Source: an optimization exercise on an open RTL-to-GDS flow (aim: small area, a short achievable clock period and few clock cycles per item). Production flows keep margins and buffers that such runs may drop. RTL that was checked went through simulation tests only; none was proved equivalent to the original. Function not checked in runs 3 and 4: the RTL went through the layout flow alone. Power is estimated from default activity; no workload was simulated.

===== flow/config.mk =====
export PLATFORM = sky130hd
export DESIGN_NAME = row_coverage_interval_merge_core
export DESIGN_NICKNAME = row_coverage_interval_merge_core
export VERILOG_FILES = /design/flow/design.v
export SDC_FILE = /design/flow/constraint.sdc
export NUM_CORES = 4
export LEC_CHECK = 0
export CAP_MARGIN = 20
export CELL_PAD_IN_SITES_DETAIL_PLACEMENT = 1
export CELL_PAD_IN_SITES_GLOBAL_PLACEMENT = 2
export CORE_MARGIN = 2
export CORE_UTILIZATION = 25
export PLACE_DENSITY = 0.45
export SETUP_SLACK_MARGIN = 3.5
export SLEW_MARGIN = 20

===== flow/run.sh =====
#!/bin/bash
# synth_recipe.tcl (not shown) runs the flow's synth.tcl, then flattens the netlist and writes it again
# the make line also repeats each setting of config.mk as NAME=value (left out here)
make -C /OpenROAD-flow-scripts/flow DESIGN_CONFIG=/design/flow/config.mk WORK_HOME=/design/flow/orfs CLKGATE_MAP_FILE= SYNTH_SCRIPT=/design/flow/synth_recipe.tcl finish

===== flow/constraint.sdc =====
create_clock -name core_clock -period 8.0 [get_ports {i_clk}]
set_input_delay 1.6000 -clock core_clock [delete_from_list [all_inputs] [get_ports {i_clk}]]
set_output_delay 1.6000 -clock core_clock [all_outputs]
set_load 0.01 [all_outputs]

===== flow/design.v =====
package rcim_pkg;
    localparam int MAX_INTERVALS  = 32;
    localparam int SLOTS          = MAX_INTERVALS + 1;
    localparam int COORD_BITS     = 26;
    localparam int REACH_BITS     = COORD_BITS - 1;
    localparam int SPAN_BITS      = COORD_BITS + 1;
    localparam int COUNT_OUT_BITS = 6;
    localparam int X_LSB        = 0;
    localparam int Y_LSB        = X_LSB + COORD_BITS;
    localparam int REACH_LSB    = Y_LSB + COORD_BITS;
    localparam int ROW_LSB      = REACH_LSB + REACH_BITS;
    localparam int IN_USED_BITS = ROW_LSB + COORD_BITS;
    localparam int IN_DATA_BITS = ((IN_USED_BITS + 7) / 8) * 8;
    localparam int OUT_USED_BITS = 3 * SPAN_BITS + COUNT_OUT_BITS;
    localparam int OUT_DATA_BITS = ((OUT_USED_BITS + 7) / 8) * 8;
    localparam int OUT_USER_BITS = 3;
    typedef struct packed {
        logic signed [SPAN_BITS-1:0] b;
        logic signed [SPAN_BITS-1:0] a;
    } t_ival;
    function automatic logic [SLOTS-1:0] prefix_or(input logic [SLOTS-1:0] v);
        logic [SLOTS-1:0] p;
        p = v;
        for (int d = 1; d < SLOTS; d = d * 2) begin
            for (int i = SLOTS - 1; i >= d; i = i - 1) begin
                p[i] = p[i] | p[i-d];
            end
        end
        prefix_or = p;
    endfunction
    function automatic logic [SLOTS-1:0] prefix_two(input logic [SLOTS-1:0] v);
        logic [SLOTS-1:0] a, m;
        a = v;
        m = '0;
        for (int d = 1; d < SLOTS; d = d * 2) begin
            for (int i = SLOTS - 1; i >= d; i = i - 1) begin
                m[i] = m[i] | m[i-d] | (a[i] & a[i-d]);
                a[i] = a[i] | a[i-d];
            end
        end
        prefix_two = m;
    endfunction
endpackage
module rcim_ram (
    input  logic                                  i_clk,
    input  logic                                  i_rst_n,
    input  logic [rcim_pkg::SLOTS-1:0]            i_kill,      
    input  logic                                  i_append,    
    input  logic [rcim_pkg::SPAN_BITS-1:0]        i_new_a,
    input  logic [rcim_pkg::SPAN_BITS-1:0]        i_new_b,
    input  logic [rcim_pkg::SLOTS-1:0][2:0]       i_bits,      
    output logic [rcim_pkg::SLOTS-1:0]            o_valid,
    output logic [rcim_pkg::SLOTS-1:0][rcim_pkg::SPAN_BITS-1:0] o_a,
    output logic [rcim_pkg::SLOTS-1:0][rcim_pkg::SPAN_BITS-1:0] o_b,
    output logic [rcim_pkg::SLOTS-2:0][2:0]       o_bits
);
    localparam int N = rcim_pkg::SLOTS;
    localparam int S = rcim_pkg::SPAN_BITS;
    logic [N-1:0]        r_valid;
    logic [N-1:0][S-1:0] r_a;
    logic [N-1:0][S-1:0] r_b;
    logic [N-2:0][2:0]   r_bits;
    logic [N-1:0]        w_move;      
    logic [N-1:0]        w_keep;      
    always_comb begin
        w_move = rcim_pkg::prefix_or(~r_valid);
        w_keep = r_valid & ~i_kill;
    end
    always_ff @(posedge i_clk) begin
        if (!i_rst_n) begin
            r_valid <= '0;
        end else begin
            for (int i = 0; i < N - 1; i++) begin
                r_valid[i] <= w_move[i] ? w_keep[i+1] : w_keep[i];
            end
            r_valid[N-1] <= w_move[N-1] ? i_append : w_keep[N-1];
        end
    end
    always_ff @(posedge i_clk) begin
        for (int i = 0; i < N - 1; i++) begin
            if (w_move[i]) begin
                r_a[i] <= r_a[i+1];
                r_b[i] <= r_b[i+1];
            end
            r_bits[i] <= w_move[i] ? i_bits[i+1] : i_bits[i];
        end
        r_a[N-1] <= i_new_a;
        r_b[N-1] <= i_new_b;
    end
    assign o_valid = r_valid;
    assign o_a     = r_a;
    assign o_b     = r_b;
    assign o_bits  = r_bits;
endmodule
module rcim_cmp (
    input  logic signed [rcim_pkg::SPAN_BITS-1:0] i_ea,
    input  logic signed [rcim_pkg::SPAN_BITS-1:0] i_eb,
    input  logic signed [rcim_pkg::SPAN_BITS-1:0] i_qa,
    input  logic signed [rcim_pkg::SPAN_BITS-1:0] i_qb,
    output logic [2:0]                            o_bits    
);
    localparam int S = rcim_pkg::SPAN_BITS;
    function automatic logic q_below(input logic [S-1:0] q, input logic [S-1:0] e, input logic c0);
        logic c;
        c = c0;
        for (int i = 0; i < S - 1; i++) begin
            c = (~q[i] & e[i]) | (~q[i] & c) | (e[i] & c);
        end
        q_below = (q[S-1] & ~e[S-1]) | (q[S-1] & c) | (~e[S-1] & c);
    endfunction
    logic a_le_qa, a_lt_qb, b_gt_qa, b_ge_qb;
    always_comb begin
        a_le_qa  = !q_below(i_qa, i_ea, 1'b0);
        a_lt_qb  = !q_below(i_qb, i_ea, 1'b1);
        b_gt_qa  = q_below(i_qa, i_eb, 1'b0);
        b_ge_qb  = q_below(i_qb, i_eb, 1'b1);
        o_bits[0] = a_lt_qb && b_gt_qa;
        o_bits[1] = a_le_qa && b_gt_qa;
        o_bits[2] = a_lt_qb && b_ge_qb;
    end
endmodule
module rcim_engine (
    input  logic                                 i_clk,
    input  logic                                 i_rst_n,
    input  logic                                 i_adv,
    input  logic                                 i_in_valid,
    input  logic                                 i_in_clear,
    input  logic [rcim_pkg::IN_DATA_BITS-1:0]    i_in_data,
    output logic                                 o_res_valid,
    output logic [rcim_pkg::OUT_DATA_BITS-1:0]   o_res_data,
    output logic [rcim_pkg::OUT_USER_BITS-1:0]   o_res_user
);
    localparam int N  = rcim_pkg::SLOTS;
    localparam int S  = rcim_pkg::SPAN_BITS;
    localparam int C  = rcim_pkg::COORD_BITS;
    localparam int R  = rcim_pkg::REACH_BITS;
    logic signed [S-1:0]  w_x, w_y, w_row, w_d, w_u, w_v;
    logic        [S-1:0]  w_reach;
    always_comb begin
        w_x     = S'($signed(i_in_data[rcim_pkg::X_LSB +: C]));
        w_y     = S'($signed(i_in_data[rcim_pkg::Y_LSB +: C]));
        w_row   = S'($signed(i_in_data[rcim_pkg::ROW_LSB +: C]));
        w_reach = S'(i_in_data[rcim_pkg::REACH_LSB +: R]);
        w_d     = w_row - w_y;
        w_u     = w_x + ~w_reach;
        w_v     = w_x + w_reach + S'(1);
    end
    logic                 r2_valid;
    logic                 r2_clear;
    logic signed [S-1:0]  r2_d, r2_u, r2_v;
    logic        [R-1:0]  r2_reach;
    always_ff @(posedge i_clk) begin
        if (!i_rst_n) begin
            r2_valid <= 1'b0;
        end else if (i_adv) begin
            r2_valid <= i_in_valid;
        end
    end
    always_ff @(posedge i_clk) begin
        if (i_adv && i_in_valid) begin
            r2_clear <= i_in_clear;
            r2_d     <= w_d;
            r2_u     <= w_u;
            r2_v     <= w_v;
            r2_reach <= i_in_data[rcim_pkg::REACH_LSB +: R];
        end
    end
    logic                 w_sd;
    logic        [S-1:0]  w_dp, w_dn;
    logic signed [S-1:0]  w_qa, w_qb;
    logic        [S:0]    w_xr;
    logic                 w_covers;
    always_comb begin
        w_sd     = r2_d[S-1];
        w_dp     = r2_d ^ {S{w_sd}};
        w_dn     = ~w_dp;
        w_qa     = r2_u + w_dp + S'(w_sd);
        w_qb     = r2_v + w_dn + S'(!w_sd);
        w_xr     = (S+1)'(r2_reach) + {1'b1, w_dn} + (S+1)'(!w_sd);
        w_covers = !w_xr[S];
    end
    logic                 rc_valid;
    logic                 rc_clear;
    logic                 rc_covers;
    logic signed [S-1:0]  rc_qa, rc_qb;
    always_ff @(posedge i_clk) begin
        if (!i_rst_n) begin
            rc_valid <= 1'b0;
        end else if (i_adv) begin
            rc_valid <= r2_valid;
        end
    end
    always_ff @(posedge i_clk) begin
        if (i_adv) begin
            rc_clear  <= r2_clear;
            rc_covers <= w_covers;
            rc_qa     <= w_qa;
            rc_qb     <= w_qb;
        end
    end
    logic [N-1:0]         w_valid;
    logic [N-1:0][S-1:0]  w_sa, w_sb;
    logic [N-2:0][2:0]    w_kept_bits;
    logic [N-1:0][2:0]    w_fresh;
    for (genvar g = 0; g < N; g++) begin : g_cmp
        rcim_cmp u_cmp (
            .i_ea   (w_sa[g]),
            .i_eb   (w_sb[g]),
            .i_qa   (rc_qa),
            .i_qb   (rc_qb),
            .o_bits (w_fresh[g])
        );
    end
    logic                 rd_valid;
    logic                 rd_clear;
    logic                 rd_covers;
    logic signed [S-1:0]  rd_qa, rd_qb;
    always_ff @(posedge i_clk) begin
        if (!i_rst_n) begin
            rd_valid <= 1'b0;
        end else if (i_adv) begin
            rd_valid <= rc_valid;
        end
    end
    always_ff @(posedge i_clk) begin
        if (i_adv) begin
            rd_clear  <= rc_clear;
            rd_covers <= rc_covers;
            rd_qa     <= rc_qa;
            rd_qb     <= rc_qb;
        end
    end
    logic [2:0]           w_top_bits;
    rcim_cmp u_cmp_top (
        .i_ea   (w_sa[N-1]),
        .i_eb   (w_sb[N-1]),
        .i_qa   (rd_qa),
        .i_qb   (rd_qb),
        .o_bits (w_top_bits)
    );
    logic [N-1:0]         w_live, w_touch, w_lo_in, w_hi_in;
    logic                 w_contained, w_cont_low, w_any_touch, w_any_lo, w_any_hi;
    logic                 w_zero2, w_full;
    logic                 w_upd, w_merge, w_append, w_ovf;
    logic [N-1:0]         w_kill;
    logic signed [S-1:0]  w_run_a, w_run_b, w_new_a, w_new_b;
    logic [N-1:0][2:0]    w_bits_in;
    always_comb begin
        w_live = rd_clear ? '0 : w_valid;
        for (int i = 0; i < N; i++) begin
            logic [2:0] bits;
            bits = (i == N - 1) ? w_top_bits : w_kept_bits[i];
            w_touch[i] = w_live[i] && bits[0];
            w_lo_in[i] = w_live[i] && bits[1];
            w_hi_in[i] = w_live[i] && bits[2];
        end
        w_cont_low  = |(w_lo_in[N-2:0] & w_hi_in[N-2:0]);
        w_contained = w_cont_low || (w_lo_in[N-1] && w_hi_in[N-1]);
        w_any_touch = |w_touch;
        w_any_lo    = |w_lo_in;
        w_any_hi    = |w_hi_in;
        w_zero2 = rcim_pkg::prefix_two(~w_live) >> (N - 1);
        w_full  = !rd_clear && !w_zero2;
        w_upd    = i_adv && rd_valid;
        w_merge  = rd_covers && !w_contained;
        w_ovf    = w_merge && !w_any_touch && w_full;
        w_append = w_upd && w_merge && !w_ovf;
        w_kill[N-2:0] = !w_upd ? '0 : (rd_clear ? '1 : ((rd_covers && !w_cont_low) ? w_touch[N-2:0] : '0));
        w_kill[N-1]   = w_upd && (rd_clear || (w_merge && w_touch[N-1]));
        w_run_a = '0;
        w_run_b = '0;
        for (int i = 0; i < N; i++) begin
            w_run_a = w_run_a | (w_lo_in[i] ? w_sa[i] : S'(0));
            w_run_b = w_run_b | (w_hi_in[i] ? w_sb[i] : S'(0));
        end
        w_new_a = w_any_lo ? w_run_a : rd_qa;
        w_new_b = w_any_hi ? w_run_b : rd_qb;
        for (int i = 0; i < N; i++) begin
            w_bits_in[i] = i_adv ? w_fresh[i] : ((i == N - 1) ? w_top_bits : w_kept_bits[i]);
        end
    end
    rcim_ram u_ram (
        .i_clk    (i_clk),
        .i_rst_n  (i_rst_n),
        .i_kill   (w_kill),
        .i_append (w_append),
        .i_new_a  (w_new_a),
        .i_new_b  (w_new_b),
        .i_bits   (w_bits_in),
        .o_valid  (w_valid),
        .o_a      (w_sa),
        .o_b      (w_sb),
        .o_bits   (w_kept_bits)
    );
    logic                 r3_valid;
    logic                 r3_covers;
    logic                 r3_ovf;
    logic signed [S-1:0]  r3_lo, r3_hi;
    always_ff @(posedge i_clk) begin
        if (!i_rst_n) begin
            r3_valid <= 1'b0;
        end else if (i_adv) begin
            r3_valid <= rd_valid;
        end
    end
    always_ff @(posedge i_clk) begin
        if (i_adv) begin
            r3_covers <= rd_covers;
            r3_ovf    <= w_ovf;
            r3_lo     <= rd_covers ? (rd_qa + S'(1)) : S'(0);
            r3_hi     <= rd_covers ? (rd_qb - S'(1)) : S'(0);
        end
    end
    logic [N-1:0]         w_f0, w_f1;
    logic                 w_seen1;
    logic [N-1:0]         w_one, w_two;
    logic signed [S-1:0]  w_b0, w_b1;
    logic [3:0][3:0]      w_pc;
    logic [3:0][3:0][1:0] w_pc1;
    logic [3:0][1:0][2:0] w_pc2;
    always_comb begin
        w_one = rcim_pkg::prefix_or(w_valid);
        w_two = rcim_pkg::prefix_two(w_valid);
        w_f0  = w_valid & ~{w_one[N-2:0], 1'b0};
        w_f1  = w_valid & {w_one[N-2:0], 1'b0} & ~{w_two[N-2:0], 1'b0};
        w_seen1 = w_two[N-1];
        w_b0 = '0;
        w_b1 = '0;
        for (int i = 0; i < N; i++) begin
            w_b0 = w_b0 | (w_f0[i] ? w_sb[i] : S'(0));
            w_b1 = w_b1 | (w_f1[i] ? w_sb[i] : S'(0));
        end
        for (int j = 0; j < 4; j++) begin
            for (int k = 0; k < 4; k++) w_pc1[j][k] = 2'(w_valid[8*j+2*k]) + 2'(w_valid[8*j+2*k+1]);
            for (int k = 0; k < 2; k++) w_pc2[j][k] = 3'(w_pc1[j][2*k]) + 3'(w_pc1[j][2*k+1]);
            w_pc[j] = 4'(w_pc2[j][0]) + 4'(w_pc2[j][1]) + ((j == 3) ? 4'(w_valid[N-1]) : 4'd0);
        end
    end
    logic                 rg_valid;
    logic                 rg_covers;
    logic                 rg_ovf;
    logic                 rg_gv;
    logic [3:0][3:0]      rg_pc;
    logic signed [S-1:0]  rg_lo, rg_hi;
    logic signed [S-1:0]  rg_b0, rg_b1;
    always_ff @(posedge i_clk) begin
        if (!i_rst_n) begin
            rg_valid <= 1'b0;
        end else if (i_adv) begin
            rg_valid <= r3_valid;
        end
    end
    always_ff @(posedge i_clk) begin
        if (i_adv) begin
            rg_covers <= r3_covers;
            rg_ovf    <= r3_ovf;
            rg_lo     <= r3_lo;
            rg_hi     <= r3_hi;
            rg_gv     <= w_seen1;
            rg_pc     <= w_pc;
            rg_b0     <= w_b0;
            rg_b1     <= w_b1;
        end
    end
    logic signed [S-1:0]  w_gap;
    logic [5:0]           w_count;
    always_comb begin
        w_count = 6'(rg_pc[0]) + 6'(rg_pc[1]) + 6'(rg_pc[2]) + 6'(rg_pc[3]);
        if (!rg_gv) begin
            w_gap = '0;
        end else if (rg_b0 < rg_b1) begin
            w_gap = rg_b0;
        end else begin
            w_gap = rg_b1;
        end
    end
    assign o_res_valid = rg_valid;
    assign o_res_data  = rcim_pkg::OUT_DATA_BITS'({w_gap, w_count, rg_hi, rg_lo});
    assign o_res_user  = {rg_ovf, rg_gv, rg_covers};
endmodule
module row_coverage_interval_merge_core (
    input  logic                                i_clk,
    input  logic                                i_rst_n,
    input  logic                                i_s_axis_tvalid,
    output logic                                o_s_axis_tready,
    input  logic [rcim_pkg::IN_DATA_BITS-1:0]   i_s_axis_tdata,
    input  logic                                i_s_axis_tuser,
    output logic                                o_m_axis_tvalid,
    input  logic                                i_m_axis_tready,
    output logic [rcim_pkg::OUT_DATA_BITS-1:0]  o_m_axis_tdata,
    output logic [rcim_pkg::OUT_USER_BITS-1:0]  o_m_axis_tuser
);
    localparam int W = rcim_pkg::OUT_DATA_BITS + rcim_pkg::OUT_USER_BITS;
    logic           w_adv;
    logic           w_res_valid;
    logic [W-1:0]   w_res;
    logic           r_m_valid;
    logic [W-1:0]   r_m;
    assign w_adv           = !r_m_valid || i_m_axis_tready;
    assign o_s_axis_tready = w_adv;
    rcim_engine u_engine (
        .i_clk       (i_clk),
        .i_rst_n     (i_rst_n),
        .i_adv       (w_adv),
        .i_in_valid  (i_s_axis_tvalid),
        .i_in_clear  (i_s_axis_tuser),
        .i_in_data   (i_s_axis_tdata),
        .o_res_valid (w_res_valid),
        .o_res_data  (w_res[rcim_pkg::OUT_DATA_BITS-1:0]),
        .o_res_user  (w_res[W-1:rcim_pkg::OUT_DATA_BITS])
    );
    always_ff @(posedge i_clk) begin
        if (!i_rst_n) begin
            r_m_valid <= 1'b0;
        end else if (w_adv) begin
            r_m_valid <= w_res_valid;
        end
    end
    always_ff @(posedge i_clk) begin
        if (w_adv) begin
            r_m <= w_res;
        end
    end
    assign o_m_axis_tvalid = r_m_valid;
    assign o_m_axis_tdata  = r_m[rcim_pkg::OUT_DATA_BITS-1:0];
    assign o_m_axis_tuser  = r_m[W-1:rcim_pkg::OUT_DATA_BITS];
endmodule

==> results of run 1 <==
how the worst min path moves through the flow:
stage                                  end  depth (start not counted)                       startpoint
2_1_floorplan             r_m[0]$_DFFE_PN_                          0      u_engine.rg_lo[0]$_DFFE_PN_
3_3_place_gp              r_m[6]$_DFFE_PN_                          0      u_engine.rg_lo[6]$_DFFE_PN_
3_5_place_dp             r_m[47]$_DFFE_PN_                          0     u_engine.rg_hi[20]$_DFFE_PN_
4_1_cts        u_engine.rd_clear$_DFFE_PN_                          0      u_engine.rc_clear$_DFFE_PN_
5_1_grt                  r_m[31]$_DFFE_PN_                          0      u_engine.rg_hi[4]$_DFFE_PN_
6_report       u_engine.rg_hi[2]$_DFFE_PN_                          0  u_engine.r3_hi[2]$_SDFFCE_PN0N_
sequential cells by signal, summed over array words and instances, names as in the netlist, 26 cells and up:
register / flops
u_engine.u_ram.r_bits: 96
u_engine.r2_v: 27
u_engine.rg_hi: 27
u_engine.rd_qb: 27
u_engine.u_ram.r_b: 891
u_engine.r3_lo: 27
u_engine.u_ram.r_valid: 33
u_engine.rd_qa: 27
r_m: 90
u_engine.rc_qa: 27
u_engine.r2_d: 27
u_engine.rg_b1: 27
u_engine.rg_lo: 27
u_engine.rc_qb: 27
u_engine.u_ram.r_a: 891
u_engine.r2_u: 26
u_engine.rg_b0: 27
u_engine.r3_hi: 27
per-layer routing:
| layer | track usage, % | part of all wire [%] | up-vias |
|---|---|---|---|
| met4 | 21.49 | 6.9 | 46 |
| met5 | 0 | 0.050 | - |
| met3 | 8.743 | 9.2 | 2278 |
| met1 | 50.41 | 41 | 92020 |
| li1 | - | - | 67610 |
| met2 | 57.84 | 43 | 10480 |
final cells by class:
cell class              instances  area [µm²]
diodes                         99       247.7
clock buffers                 433        9253
clock inverters               196        2384
fillers                     71920      448700
inverters                    1088        4552
multi-input cells           11910       86950
flip-flops and latches       2408       70470
well taps                    8613       10780
repair buffers               1153       11740
repair inverters                9       82.58
layout by cell type (no fill, tap or decap), types with 290 or more instances in the layout:
cell type,count
a22o_1,354
o22ai_1,641
a22oi_1,1061
buf_4,713
a21oi_1,1025
nor2_1,682
maj3_1,618
nand2b_1,290
nand3_1,330
clkbuf_16,363
inv_1,995
o21ai_0,964
a221oi_1,358
nand2_1,1017
edfxtp_1,2222
a222oi_1,495
power groups by stage:
stage	sequential [W]	clock, W	combinational [W]
after detailed placement	0.0372	0	0.0510
after floorplan	0.0264	0	0.0268
after global routing	0.0380	0.0174	0.0600
after global placement	0.0373	0	0.0508
after CTS	0.0370	0.0170	0.0557
final	0.0385	0.0168	0.0586
worst max-delay path, cell delays in order, from the launching register on:
cell	delay [ps]
edfxtp_1	400
buf_12	180
buf_4	150
clkbuf_16	170
nor2b_1	150
o2bb2ai_1	90
maj3_1	370
maj3_1	360
maj3_1	430
o2111ai_1	130
nand2_1	190
o21ai_4	480
a211oi_4	160
nor2_4	650
nand4_1	170
buf_4	210
a22oi_1	150
metrics by stage:
stage          setup slack [ps]  hold slack (ps)  util, %
4_1_cts                    3337            404.2    30.01
5_1_grt                    3303            403.1    30.43
3_3_place_gp               1508            402.8    27.26
6_report                   3356            383.4    30.45
3_5_place_dp               1573            405.1    27.27
2_1_floorplan             295.8            400.3        -
cells by family (layout without fill, tap and decap cells):
logic type	Yosys count	count (layout)	synth area share, %
mux	83	83	0.5186
other cells	1	100	0.002316
buf+inv	2575	2879	6.145
compound gates	6912	6912	30.51
flops	2408	2408	43.52
simple gates	3760	3762	11.79
fa+ha+maj	951	951	6.414
xor+xnor	204	204	1.104
repair_timing:
item	CTS	global route
hold buffers	0	0
buffers inserted	125	69
endpoints found under the setup margin	1319	345
gates cloned	32	12
pin swaps	158	205
resized for setup	834	375
==> results.py, run 1 <==
metrics = {
    "status": {
        "status": "complete, no violations",
    },
    "synth": {
        "yosysTopAreaCell": "edfxtp_1",
        "yosysWarnings": 4,
        "synth_area_leaders": "edfxtp_1, a22oi_1, maj3_1",
        "synth-async-reset-ratio_pct": 0,
        "ys_ff_latch": 2408,
        "synth_cell_type_count": 102,
        "synthesis.area_um2": 161900,
        "synthFlopType": "edfxtp_1",
        "synth.net_count": 17240,
        "yosysTopAreaCellShare_pct": 41.22,
        "synthTopCellsByCount": "edfxtp_1, clkbuf_1, a21oi_1",
        "synth_most_common_cell": "edfxtp_1",
        "synthCells": 16890,
        "synth-edff-count": 2222,
        "syn_avg_cell_area_um2": 9.582,
        "synth-seq-area-share_pct": 43.52,
    },
    "sta": {
        "period_share_pct": 58.05,
        "slew_violations": 0,
        "skew_ps": 96.34,
        "worst_slew_pin_slew_ps": 1323,
        "hold_viol": 0,
        "post-route-min-period_ps": 4644,
        "timing.fmax_mhz": 215.3,
        "setup-violations-final": 0,
        "rsz0062_at_grt": "true",
        "setup_tns_ps": 0,
        "max-slew-margin-rel_pct": 11.16,
    },
    "setup_path": {
        "rr_endpoint": "u_engine.u_ram.r_bits[56]$_DFF_P_",
        "critPathCapture": "u_engine.u_ram.r_bits[56]$_DFF_P_",
        "critical_path_class": "reg -> reg",
        "cp_data_required_time_ps": 8910,
        "critPathCaptureType": "flop",
        "r2r_slack_ps": 3360,
        "start_kind": "flop",
        "r2r_start": "u_engine.rc_qb[0]$_DFFE_PN_",
        "critPathMaxFanout": 9,
        "ff2ff_path_depth": 16,
        "worstPathArrival_ps": 5560,
        "startpoint": "u_engine.rc_qb[0]$_DFFE_PN_",
    },
    "clock_network": {
        "clock-sinks": 2408,
        "cts_tree": "done",
        "path_clk_slew_ps": 60,
        "cts_buffers": 343,
        "insertion_delay_ps": 1080,
        "htreeDepth": 5,
        "clockRootBuffer": "clkbuf_16",
        "cts_buffer_depth": 4,
    },
    "drt": {
        "first_pass_iters": 11,
        "via_per_inst": 6.655,
        "vias": 172400,
        "final_antenna_net_count": 0,
        "wire_per_inst_um": 50.85,
        "drt_iter0_drc": 27930,
        "drcViolationCount": 0,
        "wirelength_um": 1318000,
    },
    "global_route": {
        "grt_pass1_wl_um": 1690000,
        "antenna_found_initial": 168,
        "track_usage_pct": 38.31,
        "grt_pass1_vias": 165100,
        "grt_max_degree": 142,
        "overflow": 0,
    },
    "placement": {
        "io_buffers": 199,
        "place_inst": 24940,
        "place_congestion": 0.9842,
        "place_hpwl_um": 990000,
        "place_area_um2": 176000,
    },
    "finish": {
        "area_growth_pct": 21.35,
        "final_area_um2": 196500,
        "final_cells": 25910,
        "final_nets": 17260,
        "drive_gt1_share_pct": 14.55,
    },
    "floorplan": {
        "design.die.area_um2": 654000,
        "ioPinCount": 202,
        "die_w_um": 808.7,
        "initial_core_util_pct": 25.09,
        "rows": 295,
        "core_um2": 645200,
        "die_h_um": 808.7,
    },
    "pwr": {
        "swShare_pct": 56.67,
        "max-vdd-ir-drop_v": 0.0002614,
        "leakagePower_nw": 69.77,
        "p_int_w": 0.04933,
        "pwr-share-clk_pct": 14.7,
        "switchingPower_w": 0.06452,
        "p_total_w": 0.1138,
        "p_per_area_nw_per_um2": 579.5,
        "seq_power_share_pct": 33.8,
        "combinationalPowerShare_pct": 51.5,
    },
    "worst_hold_path": {
        "hold_path_class": "reg -> reg",
    },
    "run": {
        "drv_cap": 0,
    },
}
Testbench counts, summed over its fixed seeds: cycles 8,048, items 8,000.
==> inputs of run 2 (changes only) <==
--- a/flow/config.mk
+++ b/flow/config.mk
@@ -12,2 +12,4 @@
 export CORE_UTILIZATION = 25
+export CTS_CLUSTER_DIAMETER = 110
+export CTS_CLUSTER_SIZE = 20
 export PLACE_DENSITY = 0.45
==> run 2 against run 1 <==
Against the previous run:
- still clean
- setup slack got worse by 50 ps
- global-route usage decreased by 0.23 points
- sequential power about the same
- synthesized cell count stayed put
- first-iteration DRC count fell by 0.57%
- core utilization decreased by 0.93 points
- critical path depth unchanged
- critical endpoint is now u_engine.u_ram.r_bits[42]$_DFF_P_
- highest routed layer unchanged
==> results.py, run 2 <==
metrics = {
    "clock_network": {
        "clock-sinks": 2408,
        "clockRootBuffer": "clkbuf_16",
        "insertion_delay_ps": 1060,
        "htreeDepth": 4,
        "cts_buffers": 180,
        "path_clk_slew_ps": 100,
        "cts_buffer_depth": 4,
        "cts_tree": "done",
    },
    "sta": {
        "worst_slew_pin_slew_ps": 1301,
        "period_share_pct": 58.67,
        "setup-violations-final": 0,
        "post-route-min-period_ps": 4693,
        "hold_viol": 0,
        "setup_tns_ps": 0,
        "max-slew-margin-rel_pct": 12.61,
        "skew_ps": 70.26,
        "timing.fmax_mhz": 213.1,
        "rsz0062_at_grt": "true",
        "slew_violations": 0,
    },
    "synth": {
        "synth-edff-count": 2222,
        "synth-seq-area-share_pct": 43.52,
        "synth_most_common_cell": "edfxtp_1",
        "synthTopCellsByCount": "edfxtp_1, clkbuf_1, a21oi_1",
        "synthFlopType": "edfxtp_1",
        "yosysWarnings": 4,
        "synthCells": 16890,
        "synthesis.area_um2": 161900,
        "synth_cell_type_count": 102,
        "synth_area_leaders": "edfxtp_1, a22oi_1, maj3_1",
        "yosysTopAreaCellShare_pct": 41.22,
        "synth.net_count": 17240,
        "yosysTopAreaCell": "edfxtp_1",
        "syn_avg_cell_area_um2": 9.582,
        "ys_ff_latch": 2408,
        "synth-async-reset-ratio_pct": 0,
    },
    "pwr": {
        "pwr-share-clk_pct": 10.4,
        "leakagePower_nw": 66.90,
        "swShare_pct": 58.82,
        "p_int_w": 0.04439,
        "combinationalPowerShare_pct": 54.0,
        "switchingPower_w": 0.06339,
        "seq_power_share_pct": 35.6,
        "p_per_area_nw_per_um2": 565.8,
        "max-vdd-ir-drop_v": 0.0002656,
    },
    "drt": {
        "first_pass_iters": 10,
        "vias": 170800,
        "drt_iter0_drc": 27770,
        "wire_per_inst_um": 51.20,
        "drcViolationCount": 0,
        "via_per_inst": 6.670,
        "final_antenna_net_count": 0,
        "wirelength_um": 1311000,
    },
    "finish": {
        "final_area_um2": 190500,
        "mostFrequentLayoutCells": "edfxtp_1, a22oi_1, a21oi_1, nand2_1, inv_1",
        "area_growth_pct": 17.66,
        "drive_gt1_share_pct": 13.21,
        "reg.largest.list": "u_engine.u_ram.r_a: 891 flops, u_engine.u_ram.r_b: 891 flops, u_engine.u_ram.r_bits: 96 flops",
        "final_common_cell": "edfxtp_1",
        "final_nets": 17080,
    },
    "global_route": {
        "grtUsageMet1_pct": 50.55,
        "grtUsageMet2_pct": 57.74,
        "overflow": 0,
        "grt_max_degree": 142,
        "grt_pass1_vias": 163200,
        "grt_pass1_wl_um": 1679000,
        "grt_util_met3_pct": 7.825,
        "busiest_layer": "met2",
        "track_usage_pct": 38.08,
        "antenna_found_initial": 175,
    },
    "setup_path": {
        "path_delay_family": "compound AO/OA/AOI/OAI gates",
        "critPathCaptureType": "flop",
        "r2r_start": "u_engine.rc_qa[14]$_DFFE_PN_",
        "worstPathArrival_ps": 5690,
        "rr_endpoint": "u_engine.u_ram.r_bits[42]$_DFF_P_",
        "cp_data_required_time_ps": 9000,
        "cp_slowest_stage_delay_ps": 700,
        "crit_slowest_cell": "o21ai_0",
        "path_buf_inv": 4,
        "start_kind": "flop",
        "critPathMaxFanout": 27,
        "critical_path_class": "reg -> reg",
        "ff2ff_path_depth": 16,
        "r2r_slack_ps": 3310,
        "path_cells": "buf_12 > buf_4 > nand2_1 > buf_4 > o21ai_0 > nand2_1 > a21oi_1 > o21ai_0 > o21ai_1 > a21oi_2 > maj3_1 > o21ai_4 > buf_12 > or3_1 > and3_1 > a21oi_1",
    },
    "placement": {
        "io_buffers": 199,
        "place_hpwl_um": 990000,
        "place_area_um2": 176000,
        "place_congestion": 0.9842,
    },
    "run": {
        "drv_cap": 0,
    },
    "floorplan": {
        "die_h_um": 808.7,
        "core_um2": 645200,
        "design.die.area_um2": 654000,
        "rows": 295,
        "die_w_um": 808.7,
        "initial_core_util_pct": 25.09,
        "ioPinCount": 202,
    },
    "worst_hold_path": {
        "min_to": "r_m[2]$_DFFE_PN_",
        "hold_path_class": "reg -> reg",
        "hp-start": "u_engine.rg_lo[2]$_DFFE_PN_",
        "holdPathStages": 0,
    },
    "status": {
        "status": "complete, no violations",
    },
}
## run 2: changes by cell type in the layout (fill, tap and decap cells not counted), sizes merged
cell	before	now
buf	923	911
bufbuf	15	17
bufinv	54	27
clkbuf	449	215
clkinv	158	69
clkinvlp	21	23
diode	99	116
inv	1060	1091
## run 2: area by class of cell
class / instances / area [µm²]
Multi-Input combinational cell: 11910 / 86580
Tap cell: 8613 / 10780
Timing Repair Buffer: 1134 / 11470
Sequential cell: 2408 / 70470
Clock buffer: 208 / 4778
Antenna cell: 116 / 290.3
Fill cell: 72190 / 454700
Timing Repair inverter: 11 / 95.09
Clock inverter: 111 / 1460
Inverter: 1088 / 4569
## run 2: worst max-delay path by stage
stage	from	to	slack (ps)	cells after the start
global placement	i_s_axis_tdata[27]	u_engine.r2_d[25]$_DFFE_PP_	1510	15
finish	u_engine.rc_qa[14]$_DFFE_PN_	u_engine.u_ram.r_bits[42]$_DFF_P_	3310	16
CTS	u_engine.rc_qb[12]$_DFFE_PN_	u_engine.u_ram.r_bits[74]$_DFF_P_	3330	15
global route	u_engine.rc_qb[14]$_DFFE_PN_	u_engine.u_ram.r_bits[68]$_DFF_P_	3340	14
detailed placement	i_s_axis_tdata[27]	u_engine.r2_d[25]$_DFFE_PP_	1570	15
floorplan	u_engine.u_ram.r_valid[0]$_SDFF_PN0_	u_engine.u_ram.r_a[837]$_DFFE_PN_	300	12
## run 2: kinds of logic after synthesis
| logic type | share of synthesized area, % |
|---|---|
| AOI/OAI and AO/OA | 30.51 |
| and+or+nand+nor | 11.79 |
| buffers and inverters | 6.145 |
| DFF | 43.52 |
| adders and majority gates | 6.414 |
| xor gates and xnor gates | 1.104 |
| muxes | 0.5186 |
| other | 0.002316 |
## run 2: worst reg2reg max path, cell delays in order (launching register included)
cell	delay [ps]
edfxtp_1	420
buf_12	170
buf_4	160
nand2_1	60
buf_4	350
o21ai_0	180
nand2_1	320
a21oi_1	100
o21ai_0	700
o21ai_1	370
a21oi_2	300
maj3_1	250
o21ai_4	70
buf_12	170
or3_1	660
and3_1	290
a21oi_1	110
## run 2: metal layers
| metal | share of wire [%] | routed length [µm] |
|---|---|---|
| met4 | 6.7 | 87300 |
| met2 | 43 | 563300 |
| met1 | 41 | 542300 |
| met5 | 0.013 | 165 |
| met3 | 9.0 | 117800 |
## run 2: power by group through the flow
stage               Combinational, W  Clock (W)  Sequential (W)
floorplan                     0.0268          0          0.0264
global placement              0.0508          0          0.0373
detailed placement            0.0510          0          0.0372
CTS                           0.0554     0.0114          0.0369
global route                  0.0595     0.0117          0.0380
finish                        0.0582     0.0112          0.0384
## run 2: per-stage QoR
stage / hold slack [ps] / total power (W) / setup WS [ps] / cells / utilization (%)
after CTS: 425.4 / 0.1037 / 3327 / 25410 / 29.12
after global routing: 433.3 / 0.1092 / 3344 / 25540 / 29.50
after global placement: 402.8 / 0.08808 / 1508 / 24940 / 27.26
after detailed placement: 405.1 / 0.08813 / 1573 / 24940 / 27.27
final: 424.4 / 0.1078 / 3307 / 25600 / 29.52
after floorplan: 400.3 / 0.05317 / 295.8 / 16890 / -
## run 2: timing repair
action,4_1_cts,5_1_grt
endpoints found under the hold margin,0,0
gates cloned,29,10
setup buffers,113,70
setup endpoints to repair,1318,297
hold buffers,0,0
pin swaps,120,140
gates resized for setup,785,346
==> inputs of run 3 (changes only) <==
--- a/flow/design.v
+++ b/flow/design.v
@@ -241,3 +241,3 @@
     logic [N-1:0]         w_live, w_touch, w_lo_in, w_hi_in;
-    logic                 w_contained, w_cont_low, w_any_touch, w_any_lo, w_any_hi;
+    logic                 w_contained, w_any_touch, w_any_lo, w_any_hi;
     logic                 w_zero2, w_full;
@@ -256,4 +256,3 @@
         end
-        w_cont_low  = |(w_lo_in[N-2:0] & w_hi_in[N-2:0]);
-        w_contained = w_cont_low || (w_lo_in[N-1] && w_hi_in[N-1]);
+        w_contained = |(w_lo_in & w_hi_in);
         w_any_touch = |w_touch;
@@ -267,4 +266,3 @@
         w_append = w_upd && w_merge && !w_ovf;
-        w_kill[N-2:0] = !w_upd ? '0 : (rd_clear ? '1 : ((rd_covers && !w_cont_low) ? w_touch[N-2:0] : '0));
-        w_kill[N-1]   = w_upd && (rd_clear || (w_merge && w_touch[N-1]));
+        w_kill   = !w_upd ? '0 : (rd_clear ? '1 : (w_merge ? w_touch : '0));
         w_run_a = '0;
@@ -316,3 +314,3 @@
     logic [N-1:0]         w_one, w_two;
-    logic signed [S-1:0]  w_b0, w_b1;
+    logic signed [S-1:0]  w_b0, w_a1, w_b1;
     logic [3:0][3:0]      w_pc;
@@ -327,2 +325,3 @@
         w_b0 = '0;
+        w_a1 = '0;
         w_b1 = '0;
@@ -330,2 +329,3 @@
             w_b0 = w_b0 | (w_f0[i] ? w_sb[i] : S'(0));
+            w_a1 = w_a1 | (w_f1[i] ? w_sa[i] : S'(0));
             w_b1 = w_b1 | (w_f1[i] ? w_sb[i] : S'(0));
@@ -344,3 +344,3 @@
     logic signed [S-1:0]  rg_lo, rg_hi;
-    logic signed [S-1:0]  rg_b0, rg_b1;
+    logic signed [S-1:0]  rg_b0, rg_a1, rg_b1;
     always_ff @(posedge i_clk) begin
@@ -361,2 +361,3 @@
             rg_b0     <= w_b0;
+            rg_a1     <= w_a1;
             rg_b1     <= w_b1;
@@ -370,3 +371,3 @@
             w_gap = '0;
-        end else if (rg_b0 < rg_b1) begin
+        end else if (rg_b0 <= rg_a1) begin
             w_gap = rg_b0;
@@ -396,6 +397,8 @@
     logic [W-1:0]   w_res;
-    logic           r_m_valid;
-    logic [W-1:0]   r_m;
-    assign w_adv           = !r_m_valid || i_m_axis_tready;
-    assign o_s_axis_tready = w_adv;
+    logic           w_push, w_take;
+    logic           r_m_valid, r_k_valid;
+    logic           r_ready;             
+    logic [W-1:0]   r_m, r_k;
+    assign w_adv           = !r_k_valid;
+    assign o_s_axis_tready = r_ready;
     rcim_engine u_engine (
@@ -411,2 +414,4 @@
     );
+    assign w_push = w_adv && w_res_valid;
+    assign w_take = r_m_valid && i_m_axis_tready;
     always_ff @(posedge i_clk) begin
@@ -414,4 +419,8 @@
             r_m_valid <= 1'b0;
-        end else if (w_adv) begin
-            r_m_valid <= w_res_valid;
+            r_k_valid <= 1'b0;
+            r_ready   <= 1'b1;
+        end else begin
+            r_ready   <= !((r_k_valid && !w_take) || (w_push && r_m_valid && !w_take));
+            r_m_valid <= r_k_valid || w_push || (r_m_valid && !w_take);
+            r_k_valid <= (r_k_valid && !w_take) || (w_push && r_m_valid && !w_take);
         end
@@ -419,4 +428,7 @@
     always_ff @(posedge i_clk) begin
-        if (w_adv) begin
-            r_m <= w_res;
+        if (!r_m_valid || w_take) begin
+            r_m <= r_k_valid ? r_k : w_res;
+        end
+        if (w_push && r_m_valid && !w_take) begin
+            r_k <= w_res;
         end
==> flow/config.mk (replaced) <==
export PLATFORM = sky130hd
export DESIGN_NAME = row_coverage_interval_merge_core
export DESIGN_NICKNAME = row_coverage_interval_merge_core
export VERILOG_FILES = /design/flow/design.v
export SDC_FILE = /design/flow/constraint.sdc
export NUM_CORES = 4
export LEC_CHECK = 0
export CAP_MARGIN = 20
export CORE_MARGIN = 2
export CORE_UTILIZATION = 35
export MIN_ROUTING_LAYER = met2
export PLACE_DENSITY = 0.5
export SETUP_SLACK_MARGIN = 4.0
export SLEW_MARGIN = 20
==> run 3 against run 2 <==
Against the previous run:
- the run now fails in 5_1_grt
- area after synthesis grew 5.9%
- synthesized cell count grew 6.7%
==> results.py, run 3 <==
metrics = {
    "synth": {
        "ys_ff_latch": 2527,
        "synth_most_common_cell": "edfxtp_1",
        "synthCells": 18030,
        "syn_avg_cell_area_um2": 9.508,
        "synthesis.area_um2": 171400,
        "synth-edff-count": 2339,
        "synth-seq-area-share_pct": 43.18,
        "yosysTopAreaCellShare_pct": 40.98,
        "synthTopCellsByCount": "edfxtp_1, a21oi_1, nand2_1",
        "yosysWarnings": 4,
        "synth-async-reset-ratio_pct": 0,
        "synth_area_leaders": "edfxtp_1, a22oi_1, maj3_1",
        "synth_cell_type_count": 103,
        "yosysTopAreaCell": "edfxtp_1",
        "synth.net_count": 18370,
        "synthFlopType": "edfxtp_1",
    },
    "global_route": {
        "grt_max_degree": 103,
        "track_usage_pct": 99.86,
        "overflow": 18440,
        "grt_pass1_vias": 298200,
        "grt_pass1_wl_um": 2277000,
    },
    "status": {
        "status": "stopped before the end",
        "stop_stage": "5_1_grt",
        "firstError": "[ERROR GRT-0116] Global routing finished with congestion. Check the congestion regions in the DRC Viewer.",
    },
    "clock_network": {
        "clock-sinks": 2527,
        "clockRootBuffer": "clkbuf_16",
        "htreeDepth": 5,
        "cts_buffers": 325,
        "cts_buffer_depth": 4,
    },
    "placement": {
        "place_congestion": 1.351,
        "io_buffers": 199,
        "place_hpwl_um": 1014000,
        "dp_slack_ps": 1375,
    },
    "floorplan": {
        "rows": 257,
        "die_w_um": 703.8,
        "initial_core_util_pct": 35.06,
        "die_h_um": 703.8,
        "ioPinCount": 202,
    },
}
## run 3: per-stage QoR
stage	cells	setup TNS [ps]	power, W	instance area, µm²	hold WS, ps
floorplan	18030	-201000	0.05499	171800	400.3
global placement	24050	0	0.08938	184700	402.8
detailed placement	24050	0	0.08949	184700	404.5
CTS	25360	0	0.1172	216400	414.7
## run 3: kinds of logic after synthesis
family,count (synthesis),share of synthesized area (%)
adders and majority gates,969,6.141
and+or+nand+nor,4149,11.91
other,1,0.002188
buffers and inverters,2759,6.144
AOI/OAI and AO/OA,7207,30.26
muxes,219,1.376
DFF,2527,43.18
xor gates and xnor gates,194,0.9914
## run 3: layer usage
metal,overflow,track usage [%]
met1,-,-
met2,3323,97.16
met3,12220,109.6
met4,1792,90.43
met5,1103,96.45
## run 3: how the worst max path moves through the flow
| stage | slack (ps) | depth (start not counted) | start | endpoint |
|---|---|---|---|---|
| after CTS | 3570 | 16 | u_engine.rc_qa[9]$_DFFE_PN_ | u_engine.u_ram.r_bits[61]$_DFF_P_ |
| after detailed placement | 1380 | 16 | u_engine.u_ram.r_valid[0]$_SDFF_PN0_ | u_engine.u_ram.r_b[840]$_DFFE_PN_ |
| after global placement | 1350 | 16 | u_engine.u_ram.r_valid[0]$_SDFF_PN0_ | u_engine.u_ram.r_b[841]$_DFFE_PN_ |
| after floorplan | -1280 | 16 | u_engine.u_ram.r_valid[1]$_SDFF_PN0_ | u_engine.u_ram.r_bits[83]$_DFF_P_ |
## run 3: repair_timing
| item | 4_1_cts |
|---|---|
| pin swaps | 873 |
| cloned | 100 |
| setup buffers | 605 |
| endpoints found under the setup margin | 1657 |
| hold buffers | 0 |
| gates resized for setup | 2544 |
## run 3: power groups by stage
stage                     sequential, W  combinational, W  clock [W]
after floorplan                  0.0276            0.0274          0
after CTS                        0.0376            0.0639     0.0158
after detailed placement         0.0377            0.0518          0
after global placement           0.0377            0.0516          0
==> inputs of run 4 (changes only) <==
--- a/flow/config.mk
+++ b/flow/config.mk
@@ -9,6 +9,6 @@
 export CORE_MARGIN = 2
-export CORE_UTILIZATION = 35
+export CORE_UTILIZATION = 30
 export MIN_ROUTING_LAYER = met2
-export PLACE_DENSITY = 0.5
-export SETUP_SLACK_MARGIN = 4.0
+export PLACE_DENSITY = 0.45
+export SETUP_SLACK_MARGIN = 4.5
 export SLEW_MARGIN = 20
==> run 4 against run 3 <==
Against the previous run:
- the run again fails in 5_1_grt
- synthesized cell count unchanged
- area after synthesis stayed put
==> results.py, run 4 <==
metrics = {
    "clock_network": {
        "cts_buffer_depth": 4,
        "htreeDepth": 5,
        "clock-sinks": 2527,
        "clockRootBuffer": "clkbuf_16",
        "cts_buffers": 337,
    },
    "global_route": {
        "grt_pass1_wl_um": 2530000,
        "grt_max_degree": 102,
        "track_usage_pct": 94.93,
        "grt_pass1_vias": 309600,
        "overflow": 13740,
    },
    "synth": {
        "ys_ff_latch": 2527,
        "synth-edff-count": 2339,
        "synth-adder-area-share_pct": 6.141,
        "synth-xor-area-share_pct": 0.9914,
        "synth_area_leaders": "edfxtp_1, a22oi_1, maj3_1",
        "syn_avg_cell_area_um2": 9.508,
        "synth_most_common_cell": "edfxtp_1",
        "synth_top_family_by_area": "compound AO/OA/AOI/OAI gates",
        "synth_cell_type_count": 103,
        "synthesis.area_um2": 171400,
        "synthFlopType": "edfxtp_1",
        "synth_compound_area_share_pct": 30.26,
        "synthMuxAreaShare_pct": 1.376,
        "synth-async-reset-ratio_pct": 0,
        "synth-seq-area-share_pct": 43.18,
        "synth.net_count": 18370,
        "synth-simple-area-share_pct": 11.91,
        "synthCells": 18030,
        "synthTopCellsByCount": "edfxtp_1, a21oi_1, nand2_1",
        "yosysTopAreaCell": "edfxtp_1",
        "yosysTopAreaCellShare_pct": 40.98,
        "yosysWarnings": 4,
    },
    "placement": {
        "io_buffers": 199,
        "place_congestion": 1.250,
        "place_hpwl_um": 1108000,
        "dp_slack_ps": 1516,
        "place_inst": 25170,
    },
    "floorplan": {
        "rows": 277,
        "die_w_um": 759.8,
        "die_h_um": 759.8,
        "ioPinCount": 202,
        "initial_core_util_pct": 30.12,
    },
    "status": {
        "status": "stopped before the end",
        "firstError": "[ERROR GRT-0116] Global routing finished with congestion. Check the congestion regions in the DRC Viewer.",
        "stop_stage": "5_1_grt",
    },
}
-- run 4: cell families after synthesis --
| logic type | count (synthesis) |
|---|---|
| DFF | 2527 |
| and+or+nand+nor | 4149 |
| muxes | 219 |
| xor gates and xnor gates | 194 |
| adders and majority gates | 969 |
| other | 1 |
| AOI/OAI and AO/OA | 7207 |
| buffers and inverters | 2759 |
-- run 4: power by group through the flow --
stage | registers [W] | logic (W) | clock network, W
floorplan | 0.0276 | 0.0274 | 0
global placement | 0.0387 | 0.0551 | 0
detailed placement | 0.0385 | 0.0551 | 0
CTS | 0.0384 | 0.0672 | 0.0163
-- run 4: worst max path at each step --
stage | start | end | slack [ps] | depth (start not counted)
4_1_cts | u_engine.rc_qa[0]$_DFFE_PN_ | u_engine.u_ram.r_bits[61]$_DFF_P_ | 3380 | 17
3_5_place_dp | i_s_axis_tdata[53] | u_engine.r2_u[25]$_DFFE_PP_ | 1520 | 16
3_3_place_gp | i_s_axis_tdata[53] | u_engine.r2_u[23]$_DFFE_PP_ | 1530 | 16
2_1_floorplan | u_engine.u_ram.r_valid[1]$_SDFF_PN0_ | u_engine.u_ram.r_bits[83]$_DFF_P_ | -1280 | 16
-- run 4: routing by layer --
layer  track usage, %  GRT overflow
met5            89.60          1156
met4            84.82          1228
met3            102.5          9342
met2            94.39          2011
met1                -             -
-- run 4: stage by stage --
stage,setup TNS [ps],instance area (µm²),utilization (%)
4_1_cts,0,223100,39.21
3_5_place_dp,0,186800,32.83
3_3_place_gp,0,186700,32.81
2_1_floorplan,-200870,171800,-
-- run 4: what timing repair did --
| action | 4_1_cts |
|---|---|
| gates resized for setup | 3007 |
| gates cloned | 123 |
| setup endpoints to repair | 1886 |
| setup buffers | 859 |
| hold buffers | 0 |
| pin swaps | 873 |

afterwards: timing with drivers on the ports:
The flow's constraints put no driver on any port. The routed layouts listed below were extracted and timed again, unchanged, in two steps.
Step 1 sets driving cells, clkbuf_16 on the clock port and buf_2 on the other inputs (assumed; they add their load-dependent delay and slew).
Step 2, shift: input delay + t, output delay - t, t = (earliest + latest rising clock arrival at the registers) / 2. This alone moves slack from input paths to output paths.
a / b / c = ideal / step 1 / step 2; a / b = the first two.
run	t, ns	setup WS [ns]	worst setup path after step 2
run 1	1.173	3.356 / 3.356 / 2.560	input to register
run 2	1.172	3.307 / 3.307 / 2.633	input to register
After both steps every run listed still meets setup and hold. For run 1, which loses most, drivers alone change the setup slack by 0.000 ns; drivers and shift together by -0.796 ns.
